Context: an optimization exercise on an open-source flow, tuned for small area, a short achievable clock period and few clock cycles per item. The choices shown serve that exercise and are no tape-out recipe. In this exercise RTL edits were held to simulation tests only and were not proved equivalent to the original. Power figures rest on the tool's default switching activity, not on a simulated workload.

==> design/flow/config.mk <==
export PLATFORM = sky130hd
export DESIGN_NAME = uv_sphere_index_generator
export DESIGN_NICKNAME = uv_sphere_index_generator
export VERILOG_FILES = /design/flow/design.v
export SDC_FILE = /design/flow/constraint.sdc
export NUM_CORES = 4
export LEC_CHECK = 0
export CAP_MARGIN = 20
export CORE_MARGIN = 2
export CORE_UTILIZATION = 40
export SLEW_MARGIN = 20
==> design/flow/constraint.sdc <==
create_clock -name core_clock -period 5.5 [get_ports {clk}]
set_input_delay 1.1000 -clock core_clock [delete_from_list [all_inputs] [get_ports {clk}]]
set_output_delay 1.1000 -clock core_clock [all_outputs]
set_load 0.01 [all_outputs]
==> design/flow/design.v <==
package uvsig_pkg;
    localparam int MAX_DIVISIONS = 256;
    localparam int DIV_W         = 9;
    localparam int CNT_W         = 8;
    localparam int IDX_W         = 16;
    localparam logic CFG_VDIV = 1'b0;
    localparam logic CFG_HDIV = 1'b1;
    localparam logic [1:0] PH_BAND = 2'd0;
    localparam logic [1:0] PH_CAP  = 2'd1;
    localparam logic [1:0] PH_WRAP = 2'd2;
    localparam logic [DIV_W-1:0] DIV_MIN = DIV_W'(3);
    localparam logic [DIV_W-1:0] DIV_MAX = DIV_W'(MAX_DIVISIONS);
    typedef struct packed {
        logic [1:0]       phase;
        logic             half;
        logic [CNT_W-1:0] band;
        logic [CNT_W-1:0] col;
        logic [CNT_W-1:0] col1;
        logic             last;
    } tri_desc_t;
    function automatic logic [DIV_W-1:0] clamp_div(input logic [DIV_W-1:0] v);
        logic [DIV_W-1:0] r;
        begin
            if (v < DIV_MIN)
            begin
                r = DIV_MIN;
            end
            else if (v > DIV_MAX)
            begin
                r = DIV_MAX;
            end
            else
            begin
                r = v;
            end
            clamp_div = r;
        end
    endfunction
endpackage
import uvsig_pkg::*;
module uvsig_seq (
    input  logic                          clk,
    input  logic                          rst_n,
    input  logic                          in_valid,
    output logic                          in_ready,
    input  logic                          restart,
    input  logic [uvsig_pkg::DIV_W-1:0]   vdiv,
    input  logic [uvsig_pkg::DIV_W-1:0]   hdiv,
    output logic                          desc_valid,
    output uvsig_pkg::tri_desc_t          desc,
    input  logic                          desc_ready
);
    logic [CNT_W-1:0] band_reg, band_next;
    logic [CNT_W-1:0] col_reg, col_next;
    logic [1:0]       phase_reg, phase_next;
    logic             half_reg, half_next;
    logic             dvalid_reg;
    uvsig_pkg::tri_desc_t   desc_reg;
    uvsig_pkg::tri_desc_t   desc_next;
    logic [CNT_W-1:0] band_cur, col_cur, col1;
    logic [1:0]       phase_cur;
    logic             half_cur;
    logic             col_wrap, cap_end, band_end, accept;
    assign in_ready   = !dvalid_reg || desc_ready;
    assign accept     = in_valid && in_ready;
    assign desc_valid = dvalid_reg;
    assign desc       = desc_reg;
    always_comb
    begin
        band_cur  = restart ? '0 : band_reg;
        col_cur   = restart ? '0 : col_reg;
        phase_cur = restart ? PH_BAND : phase_reg;
        half_cur  = restart ? 1'b0 : half_reg;
        col_wrap = {1'b0, col_cur} >= (hdiv - DIV_W'(1));
        cap_end  = {1'b0, col_cur} >= (hdiv - DIV_W'(2));
        band_end = {1'b0, band_cur} >= (vdiv - DIV_W'(3));
        col1     = col_wrap ? '0 : col_cur + CNT_W'(1);
        band_next  = band_cur;
        col_next   = col_cur;
        phase_next = phase_cur;
        half_next  = !half_cur;
        desc_next.phase = phase_cur;
        desc_next.half  = half_cur;
        desc_next.band  = band_cur;
        desc_next.col   = col_cur;
        desc_next.col1  = col1;
        desc_next.last  = 1'b0;
        case (phase_cur)
            PH_BAND:
            begin
                if (half_cur)
                begin
                    if (col_wrap)
                    begin
                        col_next = '0;
                        if (band_end)
                        begin
                            band_next  = '0;
                            phase_next = PH_CAP;
                        end
                        else
                        begin
                            band_next = band_cur + CNT_W'(1);
                        end
                    end
                    else
                    begin
                        col_next = col1;
                    end
                end
            end
            PH_CAP:
            begin
                if (half_cur)
                begin
                    if (cap_end)
                    begin
                        col_next   = '0;
                        phase_next = PH_WRAP;
                    end
                    else
                    begin
                        col_next = col_cur + CNT_W'(1);
                    end
                end
            end
            default:
            begin
                if (half_cur)
                begin
                    desc_next.last = 1'b1;
                    band_next      = '0;
                    col_next       = '0;
                    phase_next     = PH_BAND;
                    half_next      = 1'b0;
                end
            end
        endcase
    end
    always_ff @(posedge clk or negedge rst_n)
    begin
        if (!rst_n)
        begin
            band_reg   <= '0;
            col_reg    <= '0;
            phase_reg  <= PH_BAND;
            half_reg   <= 1'b0;
            dvalid_reg <= 1'b0;
        end
        else
        begin
            if (accept)
            begin
                band_reg   <= band_next;
                col_reg    <= col_next;
                phase_reg  <= phase_next;
                half_reg   <= half_next;
                dvalid_reg <= 1'b1;
            end
            else if (desc_ready)
            begin
                dvalid_reg <= 1'b0;
            end
        end
    end
    always_ff @(posedge clk)
    begin
        if (accept)
        begin
            desc_reg <= desc_next;
        end
    end
endmodule
import uvsig_pkg::*;
module uvsig_calc (
    input  logic                          clk,
    input  logic                          rst_n,
    input  logic [uvsig_pkg::DIV_W-1:0]   vdiv,
    input  logic [uvsig_pkg::DIV_W-1:0]   hdiv,
    input  logic                          desc_valid,
    input  uvsig_pkg::tri_desc_t          desc,
    output logic                          desc_ready,
    output logic                          out_valid,
    input  logic                          out_ready,
    output logic [uvsig_pkg::IDX_W-1:0]   first_index,
    output logic [uvsig_pkg::IDX_W-1:0]   second_index,
    output logic [uvsig_pkg::IDX_W-1:0]   third_index,
    output logic                          last_triangle
);
    logic [2*DIV_W-1:0]       north_prod, sring_prod;
    logic [CNT_W+DIV_W-1:0]   ring_prod;
    logic [IDX_W-1:0]         north_reg, sring_reg;
    logic [IDX_W-1:0]         ring_base_reg;
    uvsig_pkg::tri_desc_t           bdesc_reg;
    logic                     bvalid_reg, ovalid_reg;
    logic                     adv_b, adv_c;
    logic [IDX_W-1:0] h16, c16, c1_16, r1, south;
    logic [IDX_W-1:0] a_next, b_next, d_next;
    logic [IDX_W-1:0] a_reg, b_reg, d_reg;
    logic             last_reg;
    assign adv_c      = !ovalid_reg || out_ready;
    assign adv_b      = !bvalid_reg || adv_c;
    assign desc_ready = adv_b;
    assign north_prod = {{DIV_W{1'b0}}, vdiv - DIV_W'(1)} * {{DIV_W{1'b0}}, hdiv};
    assign sring_prod = {{DIV_W{1'b0}}, vdiv - DIV_W'(2)} * {{DIV_W{1'b0}}, hdiv};
    assign ring_prod  = {{DIV_W{1'b0}}, desc.band} * {{CNT_W{1'b0}}, hdiv};
    always_ff @(posedge clk)
    begin
        north_reg <= north_prod[IDX_W-1:0];
        sring_reg <= sring_prod[IDX_W-1:0];
    end
    always_comb
    begin
        h16    = {{(IDX_W-DIV_W){1'b0}}, hdiv};
        c16    = {{(IDX_W-CNT_W){1'b0}}, bdesc_reg.col};
        c1_16  = {{(IDX_W-CNT_W){1'b0}}, bdesc_reg.col1};
        r1     = ring_base_reg + h16;
        south  = north_reg + IDX_W'(1);
        a_next = '0;
        b_next = '0;
        d_next = '0;
        case (bdesc_reg.phase)
            PH_BAND:
            begin
                if (!bdesc_reg.half)
                begin
                    a_next = ring_base_reg + c16;
                    b_next = r1 + c16;
                    d_next = ring_base_reg + c1_16;
                end
                else
                begin
                    a_next = ring_base_reg + c1_16;
                    b_next = r1 + c16;
                    d_next = r1 + c1_16;
                end
            end
            PH_CAP:
            begin
                if (!bdesc_reg.half)
                begin
                    a_next = north_reg;
                    b_next = c16;
                    d_next = c1_16;
                end
                else
                begin
                    a_next = sring_reg + c1_16;
                    b_next = sring_reg + c16;
                    d_next = south;
                end
            end
            default:
            begin
                if (!bdesc_reg.half)
                begin
                    a_next = north_reg;
                    b_next = h16 - IDX_W'(1);
                    d_next = '0;
                end
                else
                begin
                    a_next = sring_reg;
                    b_next = sring_reg + h16 - IDX_W'(1);
                    d_next = south;
                end
            end
        endcase
    end
    always_ff @(posedge clk or negedge rst_n)
    begin
        if (!rst_n)
        begin
            bvalid_reg <= 1'b0;
            ovalid_reg <= 1'b0;
        end
        else
        begin
            if (adv_b)
            begin
                bvalid_reg <= desc_valid;
            end
            if (adv_c)
            begin
                ovalid_reg <= bvalid_reg;
            end
        end
    end
    always_ff @(posedge clk)
    begin
        if (adv_b && desc_valid)
        begin
            bdesc_reg     <= desc;
            ring_base_reg <= ring_prod[IDX_W-1:0];
        end
        if (adv_c && bvalid_reg)
        begin
            a_reg    <= a_next;
            b_reg    <= b_next;
            d_reg    <= d_next;
            last_reg <= bdesc_reg.last;
        end
    end
    assign out_valid     = ovalid_reg;
    assign first_index   = a_reg;
    assign second_index  = b_reg;
    assign third_index   = d_reg;
    assign last_triangle = last_reg;
endmodule
import uvsig_pkg::*;
module uv_sphere_index_generator (
    input  logic                          clk,
    input  logic                          rst_n,
    input  logic                          cfg_write,
    input  logic                          cfg_index,
    input  logic [uvsig_pkg::DIV_W-1:0]   cfg_data,
    input  logic                          in_valid,
    output logic                          in_ready,
    input  logic                          restart,
    output logic                          out_valid,
    input  logic                          out_ready,
    output logic [uvsig_pkg::IDX_W-1:0]   first_index,
    output logic [uvsig_pkg::IDX_W-1:0]   second_index,
    output logic [uvsig_pkg::IDX_W-1:0]   third_index,
    output logic                          last_triangle
);
    logic [DIV_W-1:0] vdiv_reg, hdiv_reg;
    logic [DIV_W-1:0] vdiv_c, hdiv_c;
    logic      desc_valid, desc_ready;
    uvsig_pkg::tri_desc_t desc;
    always_ff @(posedge clk or negedge rst_n)
    begin
        if (!rst_n)
        begin
            vdiv_reg <= DIV_MIN;
            hdiv_reg <= DIV_MIN;
        end
        else if (cfg_write)
        begin
            case (cfg_index)
                CFG_VDIV: vdiv_reg <= cfg_data;
                CFG_HDIV: hdiv_reg <= cfg_data;
                default:  vdiv_reg <= vdiv_reg;
            endcase
        end
    end
    assign vdiv_c = uvsig_pkg::clamp_div(vdiv_reg);
    assign hdiv_c = uvsig_pkg::clamp_div(hdiv_reg);
    uvsig_seq u_seq (
        .clk        (clk),
        .rst_n      (rst_n),
        .in_valid   (in_valid),
        .in_ready   (in_ready),
        .restart    (restart),
        .vdiv       (vdiv_c),
        .hdiv       (hdiv_c),
        .desc_valid (desc_valid),
        .desc       (desc),
        .desc_ready (desc_ready)
    );
    uvsig_calc u_calc (
        .clk           (clk),
        .rst_n         (rst_n),
        .vdiv          (vdiv_c),
        .hdiv          (hdiv_c),
        .desc_valid    (desc_valid),
        .desc          (desc),
        .desc_ready    (desc_ready),
        .out_valid     (out_valid),
        .out_ready     (out_ready),
        .first_index   (first_index),
        .second_index  (second_index),
        .third_index   (third_index),
        .last_triangle (last_triangle)
    );
endmodule
==> design/flow/run.sh <==
#!/bin/bash
# synth_recipe.tcl (not shown) runs the flow's synth.tcl, then flattens the netlist and writes it again
# the make line also repeats each setting of config.mk as NAME=value (left out here)
make -C /OpenROAD-flow-scripts/flow DESIGN_CONFIG=/design/flow/config.mk WORK_HOME=/design/flow/orfs CLKGATE_MAP_FILE= SYNTH_SCRIPT=/design/flow/synth_recipe.tcl finish
==> summary.txt <==
Timing
  – F_max: 191 MHz
  – Period utilization: 95.4%
  – Worst Tran Pin Value: 1030 ps
  – Final hold slack: 420 ps
  – Final Critical Period: 5240 ps
  – Worst clock skew: 12.2 ps
  – # setup viols final: 0
  – Slew margin rel.: 31.1%
  – Hold Violations, Final: 0
  – Final Max Tran Viols: 0

Global route
  – GR Overflow Total: 0
  – Vias in the first global route: 16900
  – Initial antenna violation count: 0
  – First-pass GRT wire length: 95800 µm
  – GRT Util Overall: 23.9%
  – Largest net degree at the start of global routing: 45

Synth
  – Post-synth ARST share: 21.6%
  – Xor/xnor cell area share of the yosys netlist: 6.85%
  – Simple logic cell fraction of the synthesized area: 16.8%
  – Synth Flop Type: edfxtp_1
  – Seq cells post-synth: 185
  – Compound-Gate Fraction of Synth Area: 14.8%
  – Seq/Total Area, Yosys: 25.0%
  – Fraction of synthesized area in multiplexers: 1.93%
  – Mapped cell area: 20200 µm²
  – Netlist cell types: 85
  – Cells after Synth: 2280
  – Post-synthesis adder-cell area fraction: 27.9%
  – Syn Area/Cell: 8.85 µm²
  – Largest family of logic cells by synthesized area: adder cells
  – Yosys warning count: 3
  – EDFF count, synth: 113

Setup path
  – R2R depth: 19
  – Register-to-register setup slack: 260 ps
  – Crit path max fanout: 6
  – WP data required: 5880 ps
  – Critical R2R Launch: vdiv_reg[4]
  – WS Path Type: register to register
  – Worst setup EP type: register
  – Worst path arrival time: 5620 ps
  – Reg-to-Reg End: u_calc.sring_reg[14]
  – Type of origin of the critical path: register

Clock network
  – Worst-skew pair later-pin latency: 500 ps
  – CTS root buffer: clkbuf_16
  – CTS Buf Count: 17
  – CTS tree: yes
  – Clock Sinks: 185
  – Clock-pin slew on the worst setup and hold paths: 80 ps
  – Longest Clk Path Bufs: 2
  – H-tree depth: 4

Final layout
  – Max reg flops: 28
  – # diodes: 0
  – Final Cell Area: 23000 µm²
  – Utilization after layout: 45.9%
  – Fin nets: 2770
  – Layout cells sized above 1: 8.77%
  – Area Overhead vs Synth: 13.7%
  – Filler instances: 4867

Outcome
  – Status: finished clean

Min path
  – Critical hold path startpoint: u_calc.bdesc_reg[0]
  – Worst Hold End: u_calc.last_reg
  – Hold depth: 0
  – Hold WC Path Type: register to register

Floorplan
  – Std cell rows: 82
  – Initial Util: 40.4%
  – Die Height: 229 µm
  – Core area: 50000 µm²
  – IO Count: 67
  – Die Footprint: 52300 µm²
  – Die W: 229 µm

Place
  – PortBufs: 66
  – DP Wirelength: 50200 µm
  – Placed inst area: 22200 µm²
  – GP Congestion: 0.948

Route
  – Total wire length: 61600 µm
  – ANT nets after route: 0
  – WL/cell: 20.0 µm
  – Vias: 16800
  – Initial DRC count: 1151
  – Pre-Repair DR Iteration Count: 5
  – Via density: 5.47
  – DR DRC count: 0

Power
  – PD cells: 517 nW/µm²
  – P_leak: 10.2 nW
  – Tot Pwr: 11.9 mW
  – Peak VDD IR: 0.297 mV

Run
  – Max-Cap Viols: 0
cell usage in the layout (no fill, tap or decap), types with 13 or more instances in the layout:
master           instances
a211oi_1                23
a21o_1                  32
a21oi_1                113
a31oi_1                 13
and2_1                  59
buf_4                   99
clkbuf_16               17
clkdlybuf4s50_1         65
dfrtp_1                 36
dfxtp_1                 32
edfxtp_1               113
fa_1                   147
ha_1                   212
inv_1                  277
mux2_2                  21
mux2i_1                 13
nand2_1                225
nand2b_1                27
nand3_1                 48
nor2_1                 198
nor2b_1                 42
nor3_1                  50
o211ai_1                17
o21a_1                  22
o21ai_0                 84
o221ai_1                13
o22ai_1                 15
o31ai_1                 13
or3_1                   15
xnor2_1                102
xor2_1                  53
worst max-delay path: stages, from the launching register on:
cell and delay [ps]:
dfrtp_1 400, nor3_4 60, and2_4 150, buf_4 130
nor4_1 320, xnor2_1 180, nand2_1 210, buf_4 240
and2_1 170, fa_1 500, inv_1 50, fa_1 500
fa_1 520, fa_1 590, inv_1 60, ha_1 370
a21o_1 210, o21ai_0 200, mux2i_1 210, nand2_1 60
layer usage:
metal  global-route usage [%]  routed length (µm)  vias to the layer above
met5                        0                   0                        -
met4                     9.95                2250                        0
met3                     2.73                2740                      106
met2                     40.4               29600                      497
met1                     31.0               27000                     8222
li1                         -                   -                     7993
power by group:
part	total (mW)	leakage (nW)	internal, mW	switching, mW
sequential	2.37	1.88	1.94	0.433
clock	1.31	0.302	0.657	0.655
combinational	8.19	8.02	3.51	4.68
total	11.9	10.2	6.10	5.77
stage by stage:
stage / TNS [ps] / cells / setup WS [ps]
CTS: 0 / 3076 / 11.0
global placement: 0 / 3044 / 81.7
detailed placement: -11.6 / 3044 / -11.6
global route: -151 / 3077 / -72.7
finish: 0 / 3077 / 255
floorplan: 0 / 2285 / 3.97
Yosys cell counts, types with 6 or more instances:
| master | n | area, µm² |
|---|---|---|
| a221oi_1 | 7 | 61.3 |
| dfrtp_1 | 36 | 901 |
| mux2_2 | 21 | 236 |
| dfxtp_1 | 32 | 641 |
| nor3_1 | 52 | 260 |
| o221ai_1 | 13 | 114 |
| nand2b_1 | 28 | 175 |
| nor2b_1 | 43 | 269 |
| and2_1 | 61 | 382 |
| o22ai_1 | 15 | 93.8 |
| a31oi_1 | 13 | 81.3 |
| o2111ai_1 | 8 | 70.1 |
| a41oi_1 | 8 | 70.1 |
| o211ai_1 | 17 | 128 |
| a21oi_1 | 117 | 586 |
| xor2_1 | 53 | 464 |
| o21a_1 | 22 | 165 |
| o31ai_1 | 13 | 97.6 |
| o21bai_1 | 9 | 67.6 |
| o21ai_0 | 91 | 455 |
| ha_1 | 215 | 2690 |
| a21boi_0 | 6 | 45.0 |
| nor2_1 | 199 | 747 |
| mux2i_1 | 13 | 130 |
| xnor2_1 | 103 | 902 |
| and3_1 | 11 | 68.8 |
| or3_1 | 16 | 100 |
| a211oi_1 | 24 | 180 |
| nand2_1 | 227 | 852 |
| a21o_1 | 32 | 240 |
| buf_1 | 6 | 22.5 |
| or2_2 | 6 | 37.5 |
| edfxtp_1 | 113 | 3390 |
| nand3_1 | 49 | 245 |
| nor4_1 | 6 | 37.5 |
| nand4_1 | 10 | 62.6 |
| inv_1 | 277 | 1040 |
| fa_1 | 147 | 2940 |
| clkbuf_1 | 72 | 270 |
what timing repair did:
action	4_1_cts	5_1_grt
hold buffers	0	0
setup endpoints to repair	4	14
setup buffers	0	1
resized for setup	2	33
pin swaps	0	7
cells by family (layout without fill, tap and decap cells):
group                      after synthesis  in the layout
AOI/OAI and AO/OA                      450            450
xor gates and xnor gates               157            157
adders and majority gates              362            362
buffers and inverters                  364            484
DFF                                    185            185
muxes                                   35             35
other                                    2              7
and+or+nand+nor                        725            725
worst max-delay path by stage:
stage                      from                   end  slack [ps]
CTS                 vdiv_reg[3]  u_calc.north_reg[13]          10
floorplan           vdiv_reg[3]  u_calc.north_reg[14]           4
global route        vdiv_reg[7]  u_calc.north_reg[14]         -70
detailed placement  vdiv_reg[3]  u_calc.sring_reg[14]         -10
finish              vdiv_reg[4]  u_calc.sring_reg[14]         260
global placement    vdiv_reg[3]  u_calc.north_reg[13]          80
area by class of cell:
cell class,count,area [µm²],share of cell area (%)
multi-input combinational,1736,13900,60.7
sequential,185,5040,22.0
timing repair buffer,168,1450,6.32
inverter,284,1070,4.64
tap,672,841,3.66
clock buffer,17,425,1.85
clock inverter,15,196,0.856
Testbench counts, summed over its fixed seeds: cycles 115,392, items 115,072.

port drivers added, routing unchanged:
The flow's constraints put no driver on any port. The routed layout listed below was extracted and timed again, unchanged, in two steps. Step 1 (the two cells are an assumption about what drives the block):
set clk [get_ports {clk}]
set_driving_cell -lib_cell sky130_fd_sc_hd__clkbuf_16 $clk
set_driving_cell -lib_cell sky130_fd_sc_hd__buf_2 [delete_from_list [all_inputs] $clk]
Step 2, shift: input delay + t, output delay - t, t = (earliest + latest rising clock arrival at the registers) / 2. This alone moves slack from input paths to output paths. a / b / c = no drivers / after step 1 / after step 2; a / b = the first two.
shift t [ns]: 0.546
setup WS [ns]: 0.255 / 0.255 / 0.255
hold WS [ns]: 0.420 / 0.420 / 0.420
After both steps this run still meets setup and hold. For this run, drivers alone change the setup slack by 0.000 ns; drivers and shift together by 0.000 ns.
